Background: an optimization exercise with open tools, aiming at small area, a short achievable clock period and few clock cycles per item. Do not read the settings as production practice. In this exercise RTL edits were held to simulation tests only and were not proved equivalent to the original. No activity file was given, so power comes from the tool's default toggle rates.

===== design.v =====
package dvlsi_pkg;
  localparam logic [6:0] OPC_CUSTOM0 = 7'b0001011;
  localparam logic [2:0] ACC_MAC = 3'b000;
  localparam logic [2:0] ACC_CLR = 3'b001;
  localparam logic [2:0] ACC_RD  = 3'b010;
  typedef enum logic [1:0] {IDLE, EXEC, RESP} state_e;
endpackage
module dvlsi_acc_mul #(
  parameter int XLEN     = 64,
  parameter int MUL_BITS = 4
) (
  input  logic            clk,
  input  logic            rst,
  input  logic            i_start,
  input  logic            i_abort,
  input  logic [XLEN-1:0] i_a,
  input  logic [XLEN-1:0] i_b,
  output logic            o_done,
  output logic [XLEN-1:0] o_prod
);
  localparam int STEPS = XLEN / MUL_BITS;
  localparam int CW    = $clog2(STEPS + 1);
  logic [XLEN-1:0] r_a, r_b, r_p;
  logic [CW-1:0]   r_cnt;
  logic [XLEN-1:0] w_pp;
  assign w_pp = r_a * XLEN'(r_b[MUL_BITS-1:0]);
  always_ff @(posedge clk) begin
    if (rst || i_abort) begin
      r_a   <= '0;
      r_b   <= '0;
      r_p   <= '0;
      r_cnt <= '0;
    end else if (i_start) begin
      r_a   <= i_a;
      r_b   <= i_b;
      r_p   <= '0;
      r_cnt <= CW'(STEPS);
    end else if (r_cnt != '0) begin
      r_p   <= r_p + w_pp;
      r_a   <= r_a << MUL_BITS;
      r_b   <= r_b >> MUL_BITS;
      r_cnt <= r_cnt - CW'(1);
    end
  end
  assign o_done = r_cnt <= CW'(1);
  assign o_prod = (r_cnt == '0) ? r_p : r_p + w_pp;
endmodule
import dvlsi_pkg::*;
module dvlsi_mac_acc #(
  parameter int XLEN     = 64,
  parameter int ID_W     = 4,
  parameter int MUL_BITS = 4
) (
  input  logic            clk_i,
  input  logic            rst_i,
  input  logic            issue_valid_i,
  output logic            issue_ready_o,
  input  logic [31:0]     issue_instr_i,
  input  logic [ID_W-1:0] issue_id_i,
  input  logic [XLEN-1:0] issue_rs1_i,
  input  logic [XLEN-1:0] issue_rs2_i,
  output logic            issue_accept_o,
  output logic            issue_writeback_o,
  input  logic            commit_valid_i,
  input  logic [ID_W-1:0] commit_id_i,
  input  logic            commit_kill_i,
  output logic            result_valid_o,
  input  logic            result_ready_i,
  output logic [ID_W-1:0] result_id_o,
  output logic [4:0]      result_rd_o,
  output logic [XLEN-1:0] result_data_o,
  output logic            result_we_o
);
  dvlsi_pkg::state_e r_state, w_next;
  logic [ID_W-1:0] r_id;
  logic [4:0]      r_rd;
  logic [2:0]      r_f3;
  logic            r_cmt;
  logic [XLEN-1:0] r_acc, r_data;
  logic            w_idle, w_dec_ok, w_take, w_cm, w_cmt, w_kill, w_done, w_fin, w_rv;
  logic            w_mul_done, w_unused;
  logic [ID_W-1:0] w_cid;
  logic [2:0]      w_f3;
  logic [XLEN-1:0] w_prod, w_raw, w_sum, w_acc_next, w_rdata;
  assign w_unused = ^{issue_instr_i[31:15]};
  assign w_f3     = issue_instr_i[14:12];
  assign w_idle   = r_state == IDLE;
  assign w_dec_ok = issue_instr_i[6:0] == OPC_CUSTOM0 &&
                    (w_f3 == ACC_MAC || w_f3 == ACC_CLR || w_f3 == ACC_RD);
  assign w_take   = issue_valid_i && w_dec_ok && w_idle;
  assign w_cid    = w_idle ? issue_id_i : r_id;
  assign w_cm     = commit_valid_i && commit_id_i == w_cid;
  assign w_cmt    = r_cmt || (w_cm && !commit_kill_i);
  assign w_kill   = w_cm && commit_kill_i && r_state != RESP;
  assign w_done   = r_f3 != ACC_MAC || w_mul_done;
  assign w_fin    = r_state == EXEC && w_next == RESP;
  dvlsi_acc_mul #(.XLEN(XLEN), .MUL_BITS(MUL_BITS)) u_mul (
    .clk    (clk_i),
    .rst    (rst_i),
    .i_start(w_take && w_f3 == ACC_MAC),
    .i_abort(w_kill),
    .i_a    (issue_rs1_i),
    .i_b    (issue_rs2_i),
    .o_done (w_mul_done),
    .o_prod (w_prod)
  );
  assign w_raw = r_acc + w_prod;
  assign w_sum = w_raw;
  assign w_acc_next = r_f3 == ACC_MAC ? w_sum : r_f3 == ACC_CLR ? '0 : r_acc;
  assign w_rdata    = r_f3 == ACC_MAC ? w_sum : r_acc;
  always_ff @(posedge clk_i) begin
    if (rst_i) r_state <= IDLE;
    else       r_state <= w_next;
  end
  always_comb begin
    w_next = r_state;
    unique case (r_state)
      IDLE:    w_next = (w_take && !w_kill) ? EXEC : IDLE;
      EXEC:    w_next = w_kill ? IDLE : (w_done && w_cmt) ? RESP : EXEC;
      RESP:    w_next = result_ready_i ? IDLE : RESP;
      default: w_next = IDLE;
    endcase
  end
  always_comb begin
    w_rv              = !rst_i && r_state == RESP;
    issue_ready_o     = !rst_i && w_idle;
    issue_accept_o    = !rst_i && w_take;
    issue_writeback_o = !rst_i && w_take;
    result_valid_o    = w_rv;
    result_we_o       = w_rv;
    result_id_o       = w_rv ? r_id : '0;
    result_rd_o       = w_rv ? r_rd : '0;
    result_data_o     = w_rv ? r_data : '0;
  end
  always_ff @(posedge clk_i) begin
    if (rst_i) begin
      r_id   <= '0;
      r_rd   <= '0;
      r_f3   <= '0;
      r_cmt  <= 1'b0;
      r_acc  <= '0;
      r_data <= '0;
    end else begin
      if (w_take) begin
        r_id  <= issue_id_i;
        r_rd  <= issue_instr_i[11:7];
        r_f3  <= w_f3;
        r_cmt <= w_cm && !commit_kill_i;
      end else begin
        r_cmt <= w_cmt;
      end
      if (w_fin) begin
        r_acc  <= w_acc_next;
        r_data <= w_rdata;
      end
    end
  end
endmodule

===== run.sh =====
#!/bin/bash
# synth_recipe.tcl (not shown) runs the flow's synth.tcl, then flattens the netlist and writes it again
# the make line also repeats each setting of config.mk as NAME=value (left out here)
make -C /OpenROAD-flow-scripts/flow DESIGN_CONFIG=/design/flow/config.mk WORK_HOME=/design/flow/orfs CLKGATE_MAP_FILE= SYNTH_SCRIPT=/design/flow/synth_recipe.tcl finish

===== config.mk =====
export PLATFORM = sky130hd
export DESIGN_NAME = dvlsi_mac_acc
export DESIGN_NICKNAME = dvlsi_mac_acc
export VERILOG_FILES = /design/flow/design.v
export SDC_FILE = /design/flow/constraint.sdc
export NUM_CORES = 4
export LEC_CHECK = 0
export CAP_MARGIN = 20
export CORE_MARGIN = 2
export CORE_UTILIZATION = 40
export SLEW_MARGIN = 20

===== constraint.sdc =====
create_clock -name core_clock -period 10.0 [get_ports {clk_i}]
set_input_delay 2.0000 -clock core_clock [delete_from_list [all_inputs] [get_ports {clk_i}]]
set_output_delay 2.0000 -clock core_clock [all_outputs]
set_load 0.01 [all_outputs]

==> notes.md <==
layout by cell type (no fill, tap or decap), types with 58 or more instances in the layout:
cell type        Yosys  routed
fa_1               183     183
inv_1              284     284
nand2_1            509     509
a21oi_1            288     288
and2_1             330     330
clkdlybuf4s50_1      0     233
a21o_1              70      70
o21ai_0            107     107
dfxtp_1            340     336
a211oi_1            58      58
nor2_1             379     378
a311oi_1           132     132
ha_1               132     132
xnor2_1             74      74
worst max-delay path, delay by kind of cell (launching register included):
family          cells  cell delay [ps]
compound gates     14             3880
xor+xnor            2              310
fa+ha+maj           5             2230
flops               1              720
simple gates        9             1280
layout make-up:
| class | count | area [sq um] | area share |
|---|---|---|---|
| timing repair buffer | 262 | 2560 | 0.0803 |
| clock buffer | 61 | 1270 | 0.0397 |
| tap | 882 | 1100 | 0.0346 |
| clock inverter | 16 | 231 | 0.00726 |
| sequential | 340 | 6810 | 0.213 |
| inverter | 284 | 1070 | 0.0334 |
| multi-input combinational | 2721 | 18900 | 0.591 |
power groups by stage:
stage	clock [mW]	sequential [mW]	combinational (mW)
after detailed placement	0	1.48	1.71
after global placement	0	1.48	1.70
final	1.67	1.45	1.70
after global routing	1.76	1.46	1.88
after floorplan	0	1.47	1.21
after CTS	1.72	1.45	1.72
flip-flops by register name, summed over array words and instances, names as in the netlist:
register	count
r_cmt	1
u_mul.r_p	64
u_mul.r_a	64
r_acc	64
u_mul.r_b	64
r_rd	5
u_mul.r_cnt	5
r_f3	3
r_id	4
r_state	2
r_data	64
per-stage QoR:
stage               cells  area [sq um]  setup WS (ps)  power, mW  hold WS, ps
floorplan            3567         27600           2590       2.68          447
global placement     4489         30400           1550       3.18          455
detailed placement   4489         30400           1570       3.20          459
CTS                  4566         31900           1530       4.89          468
global route         4566         31900            841       5.10          485
finish               4566         31900           1430       4.82          467
kinds of logic (layout without fill, tap and decap cells):
family / after synthesis / in the layout / synth area share
simple gates: 1446 / 1446 / 0.247
compound gates: 811 / 811 / 0.194
buf+inv: 506 / 623 / 0.0707
flops: 340 / 340 / 0.247
fa+ha+maj: 315 / 315 / 0.193
xor+xnor: 128 / 128 / 0.0407
mux: 21 / 21 / 0.00790
Yosys cell counts, drive strengths merged (6+ instances only):
master | count | area [sq um]
nand2b | 16 | 100
o21a | 20 | 151
ha | 132 | 1650
inv | 284 | 1070
o21ai | 109 | 546
nand3b | 6 | 45.0
buf | 23 | 126
a22oi | 8 | 60.1
a311oi | 132 | 1160
o21bai | 25 | 188
a31oi | 18 | 113
dfxtp | 340 | 6810
nand4 | 28 | 175
nand3 | 47 | 235
o31ai | 11 | 82.6
nand2 | 509 | 1910
nor3 | 48 | 262
and3 | 22 | 145
a22o | 9 | 78.8
o211ai | 10 | 75.1
a21oi | 290 | 1460
or3 | 7 | 43.8
a211oi | 58 | 435
nor2b | 20 | 133
nor4 | 7 | 43.8
fa | 183 | 3660
a21o | 70 | 526
nor2 | 380 | 1430
xnor2 | 74 | 648
mux2i | 18 | 184
xor2 | 54 | 473
and2 | 330 | 2060
a221oi | 7 | 61.3
clkbuf | 198 | 747
how the worst max path moves through the flow:
stage                       startpoint    endpoint  slack [ps]  depth (start not counted)
after CTS                 u_mul.r_b[2]   r_acc[62]        1530                         30
after floorplan           u_mul.r_b[1]   r_acc[62]        2590                         34
final                     u_mul.r_b[2]   r_acc[62]        1430                         30
after global placement    u_mul.r_b[2]   r_acc[62]        1550                         30
after global routing      u_mul.r_b[2]  r_data[58]         840                         31
after detailed placement  u_mul.r_b[2]   r_acc[62]        1570                         30
layer usage:
metal	wire, um	part of all wire	vias up
li1	-	-	12174
met1	34700	0.44	11672
met2	39600	0.50	442
met3	3250	0.041	87
met4	1580	0.020	0
met5	0	0	-
==> results.sh <==
export IMPL_status="timing/DRC/antenna clean"
export IMPL_slowest_delay_ps=720
export IMPL_cts_resized=0
export IMPL_ant_nets=0
export IMPL_end_kind="register"
export IMPL_cts_tree="built"
export IMPL_ys_async_sr_fraction=0
export IMPL_cts_max_path_buffers=3
export IMPL_grt_setup_unrepaired="false"
export IMPL_grtUsageMet1=0.280
export IMPL_synth_cells=3567
export IMPL_max_slew_margin=0.357
export IMPL_layout_min_cycle_time_ps=8570
export IMPL_r2r_cells=30
export IMPL_synth_nets=4056
export IMPL_antennaDiodeCount=0
export IMPL_internal_power_mw=2.94
export IMPL_portBuffers=234
export IMPL_first_pass_iters=5
export IMPL_vias_per_cell=5.34
export IMPL_power_leakage_nw=13.6
export IMPL_seq_area_frac_synth=0.247
export IMPL_seq_power_share=0.302
export IMPL_slew_violations=0
export IMPL_cpMaxStageDelayCell="dfxtp_2"
export IMPL_fp_dieArea_sq_mm=0.0710
export IMPL_powerDensity_mw_per_mm2=151
export IMPL_r2r_slack_ps=1430
export IMPL_fin_skew_ps=15.3
export IMPL_p_switching_mw=1.88
export IMPL_hold_depth=2
export IMPL_r2r_start="u_mul.r_b[2]"
export IMPL_max_cap_violations=0
export IMPL_hold_viol=0
export IMPL_layout_drive_gt1_share=0.0391
export IMPL_grt_max_degree=202
export IMPL_finalSetupViolations=0
export IMPL_power_frac_clock=0.346
export IMPL_cts_buffers_inserted=44
export IMPL_worstHoldStart="u_mul.r_b[63]"
export IMPL_routedWlPerCell_um=17.3
export IMPL_grtUsageMet3=0.0271
export IMPL_initial_core_util=0.403
export IMPL_cts_hold_buf=0
export IMPL_synth_seq_cells=340
export IMPL_clk_insertion_delay_late_ps=590
export IMPL_grt_pass1_wl_um=126000
export IMPL_finalNetCount=4142
export IMPL_drt_iter0_drc=1511
export IMPL_critPathRequiredTime_ps=10480
export IMPL_avgSynthCellArea_sq_um=7.73
export IMPL_final_util=0.466
export IMPL_gp_congestion=0.894
export IMPL_yosysUniqueCellTypes=85
export IMPL_die_h_um=267
export IMPL_grt_util_all_layers=0.219
export IMPL_start_kind="register"
export IMPL_io_pins=252
export IMPL_fin_crit_sh=0.857
export IMPL_met2_usage=0.390
export IMPL_ir_worst_vdd_mv=0.147
export IMPL_ys_flop_type="dfxtp_1"
export IMPL_grt_pass1_vias=23448
export IMPL_cts_clk_slew_worst_paths_ps=60
export IMPL_top_usage_layer="met2"
export IMPL_synth_edff_count=0
export IMPL_synth_area_sq_mm=0.0276
export IMPL_path_class="register to register"
export IMPL_drcViolationCount=0
export IMPL_final_setup_tns_ps=0
export IMPL_grt_overflow_total=0
export IMPL_cts_sinks=340
export IMPL_hpwl_um=58900
export IMPL_die_x_um=267
export IMPL_ys_warn_count=2
export IMPL_vias=24375
export IMPL_syn_to_final_growth_pct=15.8
export IMPL_cp_max_fo=26
export IMPL_num_rows=96
export IMPL_drt_wl_total_um=79100
export IMPL_worstHoldPathType="register to register"
export IMPL_cp_arrival_ps=9050
export IMPL_grt_antenna_before_repair=0
export IMPL_holdPathEnd="u_mul.r_b[63]"
export IMPL_p_sw_frac=0.390
export IMPL_htree_levels=2
export IMPL_nFillCells=6936
export IMPL_r2r_end="r_acc[62]"
export IMPL_p_comb_frac=0.352
export IMPL_core_area_sq_mm=0.0685
export IMPL_fmax_mhz=117
export IMPL_cts_setup_buffers=0
export IMPL_cts_root_buf="clkbuf_16"
export IMPL_worst_slew_pin_slew_ps=965
Testbench counts, summed over its fixed seeds: cycles 37,380, items 2,400.

[what the ideal ports hide]
No port has a modelled driver above. Below, the same layout with a new extraction and two added sets of constraints.
Step 1 assumes that a clkbuf_16 drives the clock port and a buf_2 every other input.
Step 2 moves the port delays by t, midway between the first and last clock arrival at a register: inputs arrive t later, outputs are due t later. That takes back most of the time a late clock gives input paths.
a / b / c = ideal / step 1 / step 2; a / b = the first two.
shift t [ns]: 0.643
setup slack, ns: 1.427 / 1.427 / 1.427
clock arrival spread, ns: 0.016 / 0.015
After both steps setup and hold are still met in this run. For this run, drivers alone change the setup slack by 0.000 ns; drivers and shift together by 0.000 ns.
